This design comes from an exercise in tuning for small area and a short achievable clock period on the open sky130 flow, not from production work. The RTL was checked by simulation tests, not by an equivalence proof against the original design.

--- design.v ---
module des_stream_top (
  input  logic        clk,
  input  logic        rst,
  input  logic        encrypt,
  input  logic [63:0] keys_64_in,
  input  logic        change_keys_en,
  output logic        subkeys_16_valid,
  input  logic        data_input_en,
  input  logic [63:0] data_64_in,
  output logic [63:0] data_64_out
);
  localparam logic [511:0] IP_T = {
    8'd58, 8'd50, 8'd42, 8'd34, 8'd26, 8'd18, 8'd10, 8'd2, 8'd60, 8'd52, 8'd44, 8'd36, 8'd28, 8'd20, 8'd12, 8'd4,
    8'd62, 8'd54, 8'd46, 8'd38, 8'd30, 8'd22, 8'd14, 8'd6, 8'd64, 8'd56, 8'd48, 8'd40, 8'd32, 8'd24, 8'd16, 8'd8,
    8'd57, 8'd49, 8'd41, 8'd33, 8'd25, 8'd17, 8'd9, 8'd1, 8'd59, 8'd51, 8'd43, 8'd35, 8'd27, 8'd19, 8'd11, 8'd3,
    8'd61, 8'd53, 8'd45, 8'd37, 8'd29, 8'd21, 8'd13, 8'd5, 8'd63, 8'd55, 8'd47, 8'd39, 8'd31, 8'd23, 8'd15, 8'd7};
  localparam logic [511:0] FP_T = {
    8'd40, 8'd8, 8'd48, 8'd16, 8'd56, 8'd24, 8'd64, 8'd32, 8'd39, 8'd7, 8'd47, 8'd15, 8'd55, 8'd23, 8'd63, 8'd31,
    8'd38, 8'd6, 8'd46, 8'd14, 8'd54, 8'd22, 8'd62, 8'd30, 8'd37, 8'd5, 8'd45, 8'd13, 8'd53, 8'd21, 8'd61, 8'd29,
    8'd36, 8'd4, 8'd44, 8'd12, 8'd52, 8'd20, 8'd60, 8'd28, 8'd35, 8'd3, 8'd43, 8'd11, 8'd51, 8'd19, 8'd59, 8'd27,
    8'd34, 8'd2, 8'd42, 8'd10, 8'd50, 8'd18, 8'd58, 8'd26, 8'd33, 8'd1, 8'd41, 8'd9, 8'd49, 8'd17, 8'd57, 8'd25};
  localparam logic [383:0] E_T = {
    8'd32, 8'd1, 8'd2, 8'd3, 8'd4, 8'd5, 8'd4, 8'd5, 8'd6, 8'd7, 8'd8, 8'd9, 8'd8, 8'd9, 8'd10, 8'd11,
    8'd12, 8'd13, 8'd12, 8'd13, 8'd14, 8'd15, 8'd16, 8'd17, 8'd16, 8'd17, 8'd18, 8'd19, 8'd20, 8'd21, 8'd20, 8'd21,
    8'd22, 8'd23, 8'd24, 8'd25, 8'd24, 8'd25, 8'd26, 8'd27, 8'd28, 8'd29, 8'd28, 8'd29, 8'd30, 8'd31, 8'd32, 8'd1};
  localparam logic [255:0] P_T = {
    8'd16, 8'd7, 8'd20, 8'd21, 8'd29, 8'd12, 8'd28, 8'd17, 8'd1, 8'd15, 8'd23, 8'd26, 8'd5, 8'd18, 8'd31, 8'd10,
    8'd2, 8'd8, 8'd24, 8'd14, 8'd32, 8'd27, 8'd3, 8'd9, 8'd19, 8'd13, 8'd30, 8'd6, 8'd22, 8'd11, 8'd4, 8'd25};
  localparam logic [447:0] PC1_T = {
    8'd57, 8'd49, 8'd41, 8'd33, 8'd25, 8'd17, 8'd9, 8'd1, 8'd58, 8'd50, 8'd42, 8'd34, 8'd26, 8'd18, 8'd10, 8'd2,
    8'd59, 8'd51, 8'd43, 8'd35, 8'd27, 8'd19, 8'd11, 8'd3, 8'd60, 8'd52, 8'd44, 8'd36, 8'd63, 8'd55, 8'd47, 8'd39,
    8'd31, 8'd23, 8'd15, 8'd7, 8'd62, 8'd54, 8'd46, 8'd38, 8'd30, 8'd22, 8'd14, 8'd6, 8'd61, 8'd53, 8'd45, 8'd37,
    8'd29, 8'd21, 8'd13, 8'd5, 8'd28, 8'd20, 8'd12, 8'd4};
  localparam logic [383:0] PC2_T = {
    8'd14, 8'd17, 8'd11, 8'd24, 8'd1, 8'd5, 8'd3, 8'd28, 8'd15, 8'd6, 8'd21, 8'd10, 8'd23, 8'd19, 8'd12, 8'd4,
    8'd26, 8'd8, 8'd16, 8'd7, 8'd27, 8'd20, 8'd13, 8'd2, 8'd41, 8'd52, 8'd31, 8'd37, 8'd47, 8'd55, 8'd30, 8'd40,
    8'd51, 8'd45, 8'd33, 8'd48, 8'd44, 8'd49, 8'd39, 8'd56, 8'd34, 8'd53, 8'd46, 8'd42, 8'd50, 8'd36, 8'd29, 8'd32};
  localparam logic [2047:0] SBOX = {
    256'hb65309cfd8a47e12853fda602ec914b729e0b65c473a8df17c05e39a1bf6482d,
    256'hc32ef0597a418db6295086fae73cdb4168f2c53ea1947b0d16a579c3d80fe2b4,
    256'hd80671ebaf59c2346bd1a4073c825fe983b0ed1659c724fab57e43d08629fa1c,
    256'h354a90f6d2e17c8be0365c9f87dab1246893af051d74c2be9e0df3586ba714c2,
    256'he27cb5498d1a60f34825e31fd7bc096a9ea1c27430f65b8df4cb5821a9603ed7,
    256'hc25b3ef478960da17ea5c21b03f8946d1fbce582a643907d824b7cd15f36e90a,
    256'h9e50c76b24f31a8df2396c851d4ab7e05b96a10ce82f74d3a50cd27943b6e81f,
    256'hd60ae3b5719428cf05a379cfb26d8e148359bc6a1d2e47f07095c6a38bf21d4e};
  function automatic logic [63:0] ip_f(input logic [63:0] x);
    logic [63:0] o;
    for (int i = 0; i < 64; i++) o[63-i] = x[64-IP_T[8*(63-i) +: 8]];
    ip_f = o;
  endfunction
  function automatic logic [63:0] fp_f(input logic [63:0] x);
    logic [63:0] o;
    for (int i = 0; i < 64; i++) o[63-i] = x[64-FP_T[8*(63-i) +: 8]];
    fp_f = o;
  endfunction
  function automatic logic [55:0] pc1_f(input logic [63:0] k);
    logic [55:0] o;
    for (int i = 0; i < 56; i++) o[55-i] = k[64-PC1_T[8*(55-i) +: 8]];
    pc1_f = o;
  endfunction
  function automatic logic [47:0] pc2_f(input logic [55:0] cd);
    logic [47:0] o;
    for (int i = 0; i < 48; i++) o[47-i] = cd[56-PC2_T[8*(47-i) +: 8]];
    pc2_f = o;
  endfunction
  function automatic logic [31:0] feistel_f(input logic [31:0] r, input logic [47:0] k);
    logic [47:0] e;
    logic [47:0] x;
    logic [5:0]  six;
    logic [255:0] box;
    logic [31:0] s;
    logic [31:0] o;
    for (int i = 0; i < 48; i++) e[47-i] = r[32-E_T[8*(47-i) +: 8]];
    x = e ^ k;
    for (int i = 0; i < 8; i++) begin
      six = x[47-6*i -: 6];
      box = SBOX[256*i +: 256];
      s[31-4*i -: 4] = box[4*{six[5], six[0], six[4:1]} +: 4];
    end
    for (int i = 0; i < 32; i++) o[31-i] = s[32-P_T[8*(31-i) +: 8]];
    feistel_f = o;
  endfunction
  function automatic logic [27:0] rotl28(input logic [27:0] x, input int n);
    logic [27:0] o;
    for (int i = 0; i < 28; i++) o[(i + n) % 28] = x[i];
    rotl28 = o;
  endfunction
  function automatic logic [47:0] subkey_f(input logic [55:0] cd, input int i);
    int n;
    n = 0;
    for (int j = 1; j <= i; j++)
      n = n + (((j == 1) || (j == 2) || (j == 9) || (j == 16)) ? 1 : 2);
    subkey_f = pc2_f({rotl28(cd[55:28], n), rotl28(cd[27:0], n)});
  endfunction
  logic [55:0] cd_q;
  logic        encrypt_q;
  logic [4:0]  round_q;
  logic        gen_busy_q;
  logic        keys_valid_q;
  always_ff @(posedge clk) begin
    if (change_keys_en) begin
      cd_q      <= pc1_f(keys_64_in);
      encrypt_q <= encrypt;
    end
  end
  always_ff @(posedge clk or posedge rst) begin
    if (rst) begin
      round_q      <= '0;
      gen_busy_q   <= 1'b0;
      keys_valid_q <= 1'b0;
    end else if (change_keys_en) begin
      round_q      <= '0;
      gen_busy_q   <= 1'b1;
      keys_valid_q <= 1'b0;
    end else if (gen_busy_q) begin
      if (round_q == 5'd16) begin
        keys_valid_q <= 1'b1;
        gen_busy_q   <= 1'b0;
      end else begin
        round_q      <= round_q + 5'd1;
      end
    end
  end
  logic [16:0][31:0] l_q;
  logic [16:0][31:0] r_q;
  logic [16:0]       v_q;
  logic [63:0]       data_out_q;
  logic              accept;
  assign accept = data_input_en & keys_valid_q & ~change_keys_en;
  always_ff @(posedge clk) begin
    {l_q[0], r_q[0]} <= ip_f(data_64_in);
  end
  for (genvar s = 1; s < 17; s++) begin : g_round
    logic [47:0] k_enc, k_dec, k;
    assign k_enc = subkey_f(cd_q, s);
    assign k_dec = subkey_f(cd_q, 17 - s);
    assign k     = encrypt_q ? k_enc : k_dec;
    always_ff @(posedge clk) begin
      l_q[s] <= r_q[s-1];
      r_q[s] <= l_q[s-1] ^ feistel_f(r_q[s-1], k);
    end
  end
  always_ff @(posedge clk or posedge rst) begin
    if (rst) begin
      v_q        <= '0;
      data_out_q <= '0;
    end else begin
      v_q <= {v_q[15:0] & {16{~change_keys_en}}, accept};
      if (v_q[16] && !change_keys_en) data_out_q <= fp_f({r_q[16], l_q[16]});
    end
  end
  assign subkeys_16_valid = keys_valid_q;
  assign data_64_out      = data_out_q;
endmodule
--- constraint.sdc ---
create_clock -name core_clock -period 5.0 [get_ports {clk}]
set_input_delay 1.0000 -clock core_clock [delete_from_list [all_inputs] [get_ports {clk}]]
set_output_delay 1.0000 -clock core_clock [all_outputs]
set_load 0.01 [all_outputs]
--- run.sh ---
#!/bin/bash
# synth_recipe.tcl (not shown) runs the flow's synth.tcl, then flattens the netlist and writes it again
# the make line also repeats each setting of config.mk as NAME=value (left out here)
make -C /OpenROAD-flow-scripts/flow DESIGN_CONFIG=/design/flow/config.mk WORK_HOME=/design/flow/orfs CLKGATE_MAP_FILE= SYNTH_SCRIPT=/design/flow/synth_recipe.tcl finish
--- config.mk ---
export PLATFORM = sky130hd
export DESIGN_NAME = des_stream_top
export DESIGN_NICKNAME = des_stream_top
export VERILOG_FILES = /design/flow/design.v
export SDC_FILE = /design/flow/constraint.sdc
export NUM_CORES = 4
export LEC_CHECK = 0
export CAP_MARGIN = 20
export CORE_MARGIN = 2
export CORE_UTILIZATION = 30
export PLACE_DENSITY = 0.45
export SETUP_SLACK_MARGIN = 0.2
export SLEW_MARGIN = 20
==> flow_results.xml <==
<?xml version="1.0" encoding="UTF-8"?>
<metrics>
  <group name="status">
    <metric name="run_status" unit="">no timing/DRC/antenna violations</metric>
  </group>
  <group name="sta">
    <metric name="final.setup_skew" unit="ns">0.07687</metric>
    <metric name="holdWs" unit="ns">0.3653</metric>
    <metric name="unrepaired_setup_endpoints_after_global_routing" unit="">false</metric>
    <metric name="slew_violations" unit="">0</metric>
    <metric name="min_period_over_period" unit="">0.8461</metric>
    <metric name="worstMarginPinSlew" unit="ns">1.161</metric>
    <metric name="finalHoldViolations" unit="">0</metric>
    <metric name="max_freq" unit="MHz">236.4</metric>
    <metric name="time_the_worst_path_needs_with_i_o_delays_and_setup" unit="ns">4.230</metric>
    <metric name="max_slew_margin" unit="">0.2261</metric>
    <metric name="finalSetupTns" unit="ns">0</metric>
    <metric name="finalSetupViolCount" unit="">0</metric>
  </group>
  <group name="job">
    <metric name="timing.max_cap.violations" unit="">0</metric>
  </group>
  <group name="clocking">
    <metric name="cts_made_buffers" unit="">175</metric>
    <metric name="cts_setup_buffers" unit="">0</metric>
    <metric name="cts.root.buffer_cell" unit="">sky130_fd_sc_hd__clkbuf_16</metric>
    <metric name="ctsHtreeMaxLevel" unit="">4</metric>
    <metric name="cts.clk_slew.worst_paths" unit="ns">0.05</metric>
    <metric name="tritoncts_num_sinks" unit="">1233</metric>
    <metric name="worst_skew_late_latency" unit="ns">0.94</metric>
    <metric name="cts_tree" unit="">yes</metric>
    <metric name="hold_buffers" unit="">0</metric>
    <metric name="post_cts_resize_count" unit="">0</metric>
    <metric name="worst_case_clock_buffer_depth" unit="">4</metric>
  </group>
  <group name="finish">
    <metric name="finish.net_count" unit="">15099</metric>
    <metric name="drive_gt1_frac" unit="">0.1532</metric>
    <metric name="layout_overhead_on_the_synthesized_area" unit="%">13.66</metric>
    <metric name="fillCellCount" unit="">42668</metric>
  </group>
  <group name="critical_path">
    <metric name="critical_path.max_fanout" unit="">42</metric>
    <metric name="ff2ff_setup_slack" unit="ns">0.77</metric>
    <metric name="worst-endpoint-arrival" unit="ns">4.96</metric>
    <metric name="timing.setup.critical_path_class" unit="">flip-flop to flip-flop</metric>
    <metric name="cells_on_worst_reg2reg_path" unit="">10</metric>
    <metric name="timing.critical_path.required" unit="ns">5.73</metric>
    <metric name="critical_path.endpoint_type" unit="">flip-flop</metric>
    <metric name="startpoint_type_of_the_worst_setup_path" unit="">flip-flop</metric>
  </group>
  <group name="placement">
    <metric name="finalWeightedCongestion" unit="">0.9138</metric>
    <metric name="dp_hpwl" unit="mm">371.4</metric>
    <metric name="count_of_buffers_from_port_buffering" unit="">189</metric>
  </group>
  <group name="route">
    <metric name="drt_iter0_drc" unit="">9481</metric>
    <metric name="drt_drc_violations_left" unit="">0</metric>
    <metric name="detail_route.wl_per_cell" unit="um">25.35</metric>
    <metric name="via_count" unit="">107109</metric>
    <metric name="postRouteWirelength" unit="mm">496.7</metric>
    <metric name="route.detailed.vias_per_inst" unit="">5.467</metric>
    <metric name="dr.pass1.iters" unit="">6</metric>
    <metric name="detail-route-antenna-nets" unit="">0</metric>
  </group>
  <group name="logic_synthesis">
    <metric name="post_synth_xor_area_fraction" unit="">0.1595</metric>
    <metric name="yosysUniqueCellTypes" unit="">95</metric>
    <metric name="syn_area_per_cell" unit="um^2">9.123</metric>
    <metric name="prevailing_post_synth_register_cell" unit="">sky130_fd_sc_hd__dfxtp_1</metric>
    <metric name="synth_sequential_area_ratio" unit="">0.2059</metric>
    <metric name="most_common_library_cells_after_synthesis" unit="">sky130_fd_sc_hd__mux2i_1, sky130_fd_sc_hd__xnor2_1, sky130_fd_sc_hd__dfxtp_1</metric>
    <metric name="synth-edff-count" unit="">57</metric>
    <metric name="synth.cell_area" unit="um^2">124800</metric>
    <metric name="synthDominantAreaCellType" unit="">sky130_fd_sc_hd__dfxtp_1</metric>
    <metric name="synth_simple_gate_area_share" unit="">0.1032</metric>
    <metric name="synth.most_common_cell" unit="">sky130_fd_sc_hd__mux2i_1</metric>
    <metric name="synth-adder-area-share" unit="">0.09966</metric>
    <metric name="synth_top_area_share" unit="">0.1745</metric>
    <metric name="ys_ff_latch" unit="">1233</metric>
    <metric name="post_synth_inst_count" unit="">13680</metric>
    <metric name="muxShareOfSynthArea" unit="">0.2007</metric>
    <metric name="synth-compound-area-share" unit="">0.1742</metric>
    <metric name="synth_top_family_by_area" unit="">multiplexers</metric>
    <metric name="synth.yosys.warnings" unit="">1</metric>
    <metric name="async_flop_share" unit="">0.07137</metric>
    <metric name="synthesis.nets" unit="">14807</metric>
    <metric name="synth_area_leaders" unit="">sky130_fd_sc_hd__dfxtp_1, sky130_fd_sc_hd__mux2i_1, sky130_fd_sc_hd__ha_1</metric>
  </group>
  <group name="die">
    <metric name="placementRows" unit="">236</metric>
    <metric name="fp.coreArea" unit="um^2">413700</metric>
    <metric name="die_span_in_x" unit="um">649.0</metric>
    <metric name="die-area" unit="um^2">421200</metric>
    <metric name="die_y" unit="um">649.0</metric>
    <metric name="starting_density_of_the_core" unit="">0.3017</metric>
    <metric name="pin_count" unit="">198</metric>
  </group>
  <group name="global_routing">
    <metric name="vias_in_the_first_global_route" unit="">100275</metric>
    <metric name="antenna_violations_before_repair" unit="">19</metric>
    <metric name="grt_usage" unit="">0.2255</metric>
    <metric name="grt_pass1_wl" unit="mm">716.0</metric>
    <metric name="grt_remaining_overflow" unit="">0</metric>
    <metric name="grt_start_max_net_pins" unit="">65</metric>
  </group>
  <group name="worst_hold_path">
    <metric name="cell_count_of_the_worst_hold_path" unit="">0</metric>
    <metric name="timing.hold.worst.class" unit="">flip-flop to flip-flop</metric>
  </group>
</metrics>
-- flip-flops by register name, indices dropped and copies added, names as in the netlist --
signal        flops
v_q              17
round_q           5
gen_busy_q        1
cd_q             56
l_q             544
data_out_q       64
encrypt_q         1
r_q             544
keys_valid_q      1
-- through the flow --
step | setup slack [ns] | area (um^2) | utilization | instances
2_1_floorplan | 1.421 | 124800 | - | 13680
3_3_place_gp | 0.7438 | 135600 | 0.3278 | 19267
3_5_place_dp | 0.7056 | 135600 | 0.3278 | 19267
4_1_cts | 0.7350 | 141800 | 0.3427 | 19585
5_1_grt | 0.4038 | 141800 | 0.3429 | 19590
6_report | 0.7697 | 141900 | 0.3429 | 19593
-- final cells by class --
type | instances | area, um^2 | share of cell area
flip-flops and latches | 1233 | 25690 | 0.1811
repair buffers | 970 | 8491 | 0.05986
inverters | 662 | 2487 | 0.01754
well taps | 5474 | 6849 | 0.04828
multi-input cells | 10930 | 92180 | 0.6498
diodes | 6 | 15.01 | 0.0001058
clock buffers | 243 | 5095 | 0.03592
clock inverters | 75 | 1040 | 0.007330
-- critical path, cell delays in order, from the launching register on --
cell                       delay, ns
sky130_fd_sc_hd__edfxtp_1       0.39
sky130_fd_sc_hd__buf_12         0.22
sky130_fd_sc_hd__buf_12         0.36
sky130_fd_sc_hd__buf_4          0.39
sky130_fd_sc_hd__mux2i_1        0.67
sky130_fd_sc_hd__xnor2_2        0.27
sky130_fd_sc_hd__ha_1           0.49
sky130_fd_sc_hd__mux4_2         0.51
sky130_fd_sc_hd__and3_1         0.20
sky130_fd_sc_hd__nor4_1         0.39
sky130_fd_sc_hd__xor2_1         0.11
-- cell usage in the layout (no fill, tap or decap), types with 88 or more instances in the layout --
master / netlist / routed
sky130_fd_sc_hd__nand2_1: 860 / 860
sky130_fd_sc_hd__o21ai_0: 476 / 475
sky130_fd_sc_hd__mux4_2: 400 / 400
sky130_fd_sc_hd__inv_1: 597 / 596
sky130_fd_sc_hd__o31ai_1: 104 / 103
sky130_fd_sc_hd__dfxtp_1: 1088 / 1088
sky130_fd_sc_hd__buf_4: 57 / 721
sky130_fd_sc_hd__mux2i_1: 1243 / 1241
sky130_fd_sc_hd__dfrtp_1: 88 / 88
sky130_fd_sc_hd__nand3_1: 405 / 405
sky130_fd_sc_hd__clkbuf_16: 0 / 183
sky130_fd_sc_hd__o221ai_1: 109 / 109
sky130_fd_sc_hd__nor2_1: 920 / 920
sky130_fd_sc_hd__a31oi_1: 191 / 191
sky130_fd_sc_hd__xor2_2: 93 / 95
sky130_fd_sc_hd__nor3_1: 310 / 310
sky130_fd_sc_hd__xnor2_1: 1108 / 1089
sky130_fd_sc_hd__a211oi_1: 336 / 336
sky130_fd_sc_hd__clkdlybuf4s50_1: 0 / 188
sky130_fd_sc_hd__o211ai_1: 330 / 330
sky130_fd_sc_hd__mux2_2: 152 / 152
sky130_fd_sc_hd__a21oi_1: 591 / 591
sky130_fd_sc_hd__o2111ai_1: 118 / 118
sky130_fd_sc_hd__xor2_1: 563 / 561
sky130_fd_sc_hd__xnor2_2: 203 / 222
sky130_fd_sc_hd__ha_1: 994 / 994
sky130_fd_sc_hd__o22ai_1: 97 / 97
-- kinds of logic (layout without fill, tap and decap cells) --
logic type	count (synthesis)	after routing
adders and majority gates	994	994
muxes	1900	1900
and+or+nand+nor	2901	2901
AOI/OAI and AO/OA	3151	3151
xor gates and xnor gates	1984	1984
DFF	1233	1233
buffers and inverters	1517	1950
other	0	6
-- metal layers --
layer  part of all wire  vias to the layer above  GRT usage
met5           0.000036                        -          0
met4              0.078                        4     0.1497
met3              0.053                      840    0.02868
met2               0.45                     3511     0.3557
met1               0.42                    52205     0.2885
li1                   -                    50549          -
-- worst paths after layout --
path | start | endpoint
max | encrypt_q$_DFFE_PP_ | r_q[32]$_DFF_P_
min | r_q[77]$_DFF_P_ | l_q[109]$_DFF_P_
max reg2reg | encrypt_q$_DFFE_PP_ | r_q[32]$_DFF_P_
min reg2reg | r_q[77]$_DFF_P_ | l_q[109]$_DFF_P_
max in group asynchronous | rst | data_out_q[55]$_DFFE_PP0P_
min in group asynchronous | rst | v_q[14]$_DFF_PP0_

[what the ideal ports hide]
In the flow no input, the clock included, has a driving cell. The finished layout below was timed again as built, in two steps. Step 1: set_driving_cell puts a clkbuf_16 on clk and a buf_2 on each other input, an assumption about the parent block. Step 2 moves the port delays by t, midway between the first and last clock arrival at a register: inputs arrive t later, outputs are due t later. That takes back most of the time a late clock gives input paths. a / b / c = no drivers / after step 1 / after step 2; a / b = the first two.
t (ns): 1.007
slack for setup (ns): 0.770 / 0.770 / 0.770
worst setup path after step 2: register to register
worst register clock-pin slew, ns: 0.07 / 0.07
pins driven straight from the clock port: 1
After both steps this run still meets setup and hold. The setup slack of this run moves by 0.000 ns with the drivers and by 0.000 ns with both steps.
